From an optimization exercise on the open Yosys and OpenROAD flow, aimed at small area and a short achievable clock period; shortcuts taken in it are not production practice.
Where RTL was checked, it was by simulation tests only, not by an equivalence proof against the original.
No driver is modelled on the clock port, so clock power and skew are understated where the tree is cut down; a real chip needs a root buffer or a tree.
Power and IR drop assume default switching activity.

## oak
Design pio_ram_emu_responder, start of the top module:
module pio_ram_emu_responder (
  input  logic       clk,
  input  logic       rst_n,
  input  logic [1:0] rx_pins,
  output logic [1:0] tx_pins,
  output logic       busy,
  output logic       protocol_err
);
Size in the first run: roughly 6,700 cells after synthesis, roughly 8 I/O pins, about 100,000 sq um of cells after synthesis.
==> module pio_ram_emu_responder, before the edit <==
module pio_ram_emu_responder (
  input  logic       clk,
  input  logic       rst_n,
  input  logic [1:0] rx_pins,
  output logic [1:0] tx_pins,
  output logic       busy,
  output logic       protocol_err
);
  logic        st_rd_q, st_wr_q;   
  logic [3:0]  cnt_q;              
  logic [7:0]  addr_q;             
  logic [15:0] data_q;             
  logic [1:0]  tx_q;
  logic        busy_q, err_q;
  logic        wr_last_q;          
  logic        c3_q;               
  logic        c46_q;              
  logic        hold_q;             
  logic [15:0] ring [0:15][0:15];  
  logic [3:0]  t_q;                
  logic [3:0]  apos_q;             
  logic        pv_q;               
  logic [15:0] pdn_q;              
  logic [3:0]  pa_q;               
  logic [3:0]  pring_q;            
  logic [3:0]  dpos_q;             
  logic        clq_q;              
  logic        cq_q;               
  logic [31:0] wclr_q, wset_q;     
  logic [15:0] rsel_q;             
  logic [3:0]  psel_q;             
  logic [15:0] y_q [0:3];          
  logic        rh_q;               
  logic [1:0]  nu_q;               
  logic [1:0]  w_q;                
  logic [1:0]  lk_q [0:3];         
  logic [1:0]  xk_q [0:3];         
  logic [1:0]  yk_q [0:3];         
  logic        al_q;               
  logic        got_q;              
  logic        hitd_q;             
  function automatic logic [1:0] add2(input logic [1:0] a, input logic [1:0] b);
    case ({a, b})
      4'b0000, 4'b0111, 4'b1010, 4'b1101: add2 = 2'd0;
      4'b0001, 4'b0100, 4'b1011, 4'b1110: add2 = 2'd1;
      4'b0010, 4'b0101, 4'b1000, 4'b1111: add2 = 2'd2;
      default:                            add2 = 2'd3;
    endcase
  endfunction
  wire in_frame = st_rd_q | st_wr_q;
  wire idle     = ~in_frame;
  logic [15:0] port_in [0:3];
  logic [15:0] port_val;
  always_comb begin
    for (int p = 0; p < 4; p++) begin
      port_in[p] = '0;
      for (int r = 0; r < 16; r++) port_in[p] = port_in[p] | ({16{rsel_q[r]}} & ring[r][4*p]);
    end
    port_val = '0;
    for (int p = 0; p < 4; p++) port_val = port_val | ({16{psel_q[p]}} & y_q[p]);
  end
  always_ff @(posedge clk) begin
    t_q <= t_q + 4'd1;
    for (int r = 0; r < 16; r++)
      for (int p = 0; p < 16; p++) begin
        if (p == 15 || p == 7)
          ring[r][p] <= ~(ring[r][p-1] | {16{wclr_q[2*r + (p == 7)]}});
        else if (p == 0 || p == 8)
          ring[r][p] <= ~((pdn_q & {16{wset_q[2*r + (p == 8)]}}) | ring[r][(p + 15) % 16]);
        else
          ring[r][p] <= ring[r][p-1];
      end
  end
  always_ff @(posedge clk) begin
    dpos_q <= dpos_q + 4'd1;
    clq_q  <= pv_q & ~clq_q & ~cq_q & (dpos_q[2:0] == 3'd5);
    cq_q   <= clq_q;
    wset_q <= wclr_q;
    for (int i = 0; i < 32; i++)
      wclr_q[i] <= pv_q & ~clq_q & ~cq_q & (dpos_q[2:0] == 3'd5) & ({pring_q, ~dpos_q[3]} == 5'(i));
    if (cq_q) pv_q <= 1'b0;
    if (wr_last_q) begin
      if (rst_n) begin
        pdn_q   <= ~{data_q[13:0], rx_pins};
        pa_q    <= addr_q[3:0];
        pring_q <= addr_q[7:4];
        pv_q    <= 1'b1;
      end
      dpos_q <= apos_q + 4'd1;
    end
  end
  always_ff @(posedge clk) begin
    if (in_frame) begin
      case (cnt_q)
        4'd0: addr_q[7:6] <= rx_pins;
        4'd1: addr_q[5:4] <= rx_pins;
        4'd2: addr_q[3:2] <= rx_pins;
        4'd3: addr_q[1:0] <= rx_pins;
        default: ;
      endcase
    end
    begin
      logic [3:0] pos_k [0:3];
      logic [3:0] port_k [0:3];
      logic [1:0] pn;
      for (int k = 0; k < 4; k++) begin
        pos_k[k] = {add2(addr_q[3:2], xk_q[k]), lk_q[k]};
        for (int p = 0; p < 4; p++) port_k[k][p] = (add2(addr_q[3:2], yk_q[k]) == 2'(p));
      end
      if (cnt_q == 4'd3) apos_q <= pos_k[rx_pins];
      else               apos_q <= apos_q + 4'd1;
      pn = rx_pins + w_q;                                  
      case (cnt_q)
        4'd2:    for (int p = 0; p < 4; p++) psel_q[p] <= (pn == 2'(p));
        4'd3:    psel_q <= port_k[rx_pins];
        default: for (int p = 0; p < 4; p++) psel_q[p] <= (apos_q[3:2] == 2'(p));
      endcase
    end
    for (int r = 0; r < 16; r++)
      rsel_q[r] <= (((cnt_q == 4'd1) ? {addr_q[7:6], rx_pins} : addr_q[7:4]) == 4'(r));
    for (int p = 0; p < 4; p++) y_q[p] <= port_in[p];
    rh_q <= rsel_q[pring_q];
    nu_q <= -t_q[1:0];
    w_q  <= t_q[3:2] + 2'd1;
    for (int k = 0; k < 4; k++) begin
      logic [3:0] a, b;
      a = 4'(k) + t_q + 4'd2;    
      b = 4'(k) + t_q + 4'd1;    
      lk_q[k] <= a[1:0];
      xk_q[k] <= a[3:2];
      yk_q[k] <= b[3:2];
    end
    al_q <= (((cnt_q == 4'd3) ? rx_pins : addr_q[1:0]) + t_q[1:0]) == 2'd0;
    if (c3_q) begin
      data_q <= port_val;
      got_q  <= (rx_pins == nu_q);
      hitd_q <= rh_q & (pa_q == {addr_q[3:2], rx_pins});
    end else if (c46_q) begin
      if (got_q ? hitd_q : al_q) data_q <= (got_q | hitd_q) ? ~pdn_q : port_val;
    end else if (!hold_q) begin
      data_q <= {data_q[13:0], rx_pins};
    end
  end
  always_ff @(posedge clk) begin
    if (!rst_n) begin
      st_rd_q   <= 1'b0;
      st_wr_q   <= 1'b0;
      cnt_q     <= '0;
      tx_q      <= 2'b00;
      busy_q    <= 1'b0;
      err_q     <= 1'b0;
      wr_last_q <= 1'b0;
      c3_q      <= 1'b0;
      c46_q     <= 1'b0;
      hold_q    <= 1'b0;
    end else begin
      tx_q      <= 2'b00;
      wr_last_q <= st_wr_q & (cnt_q == 4'd10);
      c3_q      <= st_rd_q & (cnt_q == 4'd2);
      c46_q     <= st_rd_q & (cnt_q >= 4'd3) & (cnt_q <= 4'd5);
      hold_q    <= st_rd_q ? (cnt_q <= 4'd5) : (idle & (rx_pins == 2'b01));
      if (idle) begin
        cnt_q   <= '0;
        st_rd_q <= (rx_pins == 2'b01);
        st_wr_q <= (rx_pins == 2'b10);
        busy_q  <= (rx_pins == 2'b01) | (rx_pins == 2'b10);
        if (rx_pins == 2'b11) err_q <= 1'b1;
      end else begin
        cnt_q <= cnt_q + 4'd1;
        if (wr_last_q) begin
          st_wr_q <= 1'b0;
          busy_q  <= 1'b0;
        end
        if (st_rd_q) begin
          if (cnt_q >= 4'd4 && rx_pins != 2'b00) err_q <= 1'b1;
          if (cnt_q == 4'd6) tx_q <= 2'b01;
          if (cnt_q >= 4'd7 && cnt_q <= 4'd14) tx_q <= data_q[15:14];
          if (cnt_q == 4'd15) begin
            st_rd_q <= 1'b0;
            busy_q  <= 1'b0;
          end
        end
      end
    end
  end
  assign tx_pins      = tx_q;
  assign busy         = busy_q;
  assign protocol_err = err_q;
endmodule
Settings: LEC_CHECK=0, CAP_MARGIN=20, CORE_MARGIN=2, CORE_UTILIZATION=72, SETUP_SLACK_MARGIN=2.3, SLEW_MARGIN=20; clock period 4.0 ns.
standard.sh (not shown) runs the stock make flow with config.mk's settings and CLKGATE_MAP_FILE= SYNTH_SCRIPT=/design/flow/synth_recipe.tcl, a recipe that flattens the netlist after the stock synthesis.
==> flow/flow/run.sh <==
#!/bin/bash
# ORFS's standard layout, with its clock tree built by flow/mytree.tcl instead of TritonCTS.
set -euo pipefail
here=$(pwd)
export PRE_CTS_TCL="$here/flow/pre_cts.tcl"
bash standard.sh > "$here/standard_flow.log" 2>&1
Other scripts of this flow, unchanged in this note and not shown: flow/flow/mytree.tcl, flow/flow/pre_cts.tcl
Setup changes, oak to pine
--- a/flow/design.v
+++ b/flow/design.v
@@ -32,7 +32,8 @@
   logic [15:0] y_q [0:3];          
   logic        rh_q;               
   logic [1:0]  nu_q;               
-  logic [1:0]  w_q;                
+  logic [3:0]  woh_q;              
+  logic [1:0]  mt_q;               
   logic [1:0]  lk_q [0:3];         
   logic [1:0]  xk_q [0:3];         
   logic [1:0]  yk_q [0:3];         
@@ -102,26 +103,26 @@
     begin
       logic [3:0] pos_k [0:3];
       logic [3:0] port_k [0:3];
-      logic [1:0] pn;
+      logic [3:0] cand [0:3];
       for (int k = 0; k < 4; k++) begin
         pos_k[k] = {add2(addr_q[3:2], xk_q[k]), lk_q[k]};
         for (int p = 0; p < 4; p++) port_k[k][p] = (add2(addr_q[3:2], yk_q[k]) == 2'(p));
       end
       if (cnt_q == 4'd3) apos_q <= pos_k[rx_pins];
       else               apos_q <= apos_q + 4'd1;
-      pn = rx_pins + w_q;                                  
-      case (cnt_q)
-        4'd2:    for (int p = 0; p < 4; p++) psel_q[p] <= (pn == 2'(p));
-        4'd3:    psel_q <= port_k[rx_pins];
-        default: for (int p = 0; p < 4; p++) psel_q[p] <= (apos_q[3:2] == 2'(p));
-      endcase
+      for (int k = 0; k < 4; k++)
+        cand[k] = (cnt_q == 4'd2) ? {woh_q[(3 - k) % 4], woh_q[(6 - k) % 4], woh_q[(5 - k) % 4], woh_q[(4 - k) % 4]}
+                                  : port_k[k];
+      if (cnt_q == 4'd2 || cnt_q == 4'd3) psel_q <= cand[rx_pins];
+      else for (int p = 0; p < 4; p++) psel_q[p] <= (apos_q[3:2] == 2'(p));
     end
     for (int r = 0; r < 16; r++)
       rsel_q[r] <= (((cnt_q == 4'd1) ? {addr_q[7:6], rx_pins} : addr_q[7:4]) == 4'(r));
     for (int p = 0; p < 4; p++) y_q[p] <= port_in[p];
     rh_q <= rsel_q[pring_q];
     nu_q <= -t_q[1:0];
-    w_q  <= t_q[3:2] + 2'd1;
+    for (int p = 0; p < 4; p++) woh_q[p] <= ((t_q[3:2] + 2'd1) == 2'(p));
+    mt_q <= -(t_q[1:0] + 2'd1);
     for (int k = 0; k < 4; k++) begin
       logic [3:0] a, b;
       a = 4'(k) + t_q + 4'd2;    
@@ -130,7 +131,7 @@
       xk_q[k] <= a[3:2];
       yk_q[k] <= b[3:2];
     end
-    al_q <= (((cnt_q == 4'd3) ? rx_pins : addr_q[1:0]) + t_q[1:0]) == 2'd0;
+    al_q <= (((cnt_q == 4'd3) ? rx_pins : addr_q[1:0]) == mt_q);
     if (c3_q) begin
       data_q <= port_val;
       got_q  <= (rx_pins == nu_q);
Findings:
Both conditions hold for oak: the flow ran to the end and the final layout passed the timing, DRC and antenna checks. Looking at the reports, pine completed the entire flow and the layout it produced met the timing, DRC and antenna checks. The run with more setup slack is pine; oak has less. [compare] base=oak new=pine: wire length after detailed routing higher; met3 layer usage reported by global route barely changed; met2 usage grew by 2.2 points; depth of the worst register-to-register path lost 3; first-iteration DRC count climbed about 4.6%. The post-placement setup slack number comes out higher for pine vs oak. Compared pine against oak; die area within noise. Summary of pine over oak: global-route total usage across every layer up 0.70 points; cell leakage power +about 0.5%; proportion of layout cells with a drive suffix above 1 saw an increase; total power per unit cell area went down.
Function not checked in oak: the RTL went through the layout flow alone. In every run of this note, the design's own scripts or RTL, not TritonCTS, make the clock network.

==> port drivers added, routing unchanged <==
No port has a modelled driver above. Below, the same layouts with a new extraction and two added sets of constraints.
Step 1, drivers: a clkbuf_16 drives clk and a buf_2 each remaining input, both assumed.
Step 2 moves the port delays by t, midway between the first and last clock arrival at a register: inputs arrive t later, outputs are due t later. That takes back most of the time a late clock gives input paths.
a / b / c = ideal ports / drivers / drivers and shift; a / b = the first two.
run | t, ns | setup WS [ns] | worst setup path after step 2 | worst slew at a driven data input, ns
oak | 0.653 | 2.155 / 2.058 / 1.748 | input to register | 0.05
pine | 0.655 | 2.230 / 2.051 / 1.826 | input to register | 0.05
After both steps setup and hold are still met in every run listed. For oak, which loses most, drivers alone change the setup slack by -0.097 ns; drivers and shift together by -0.407 ns.
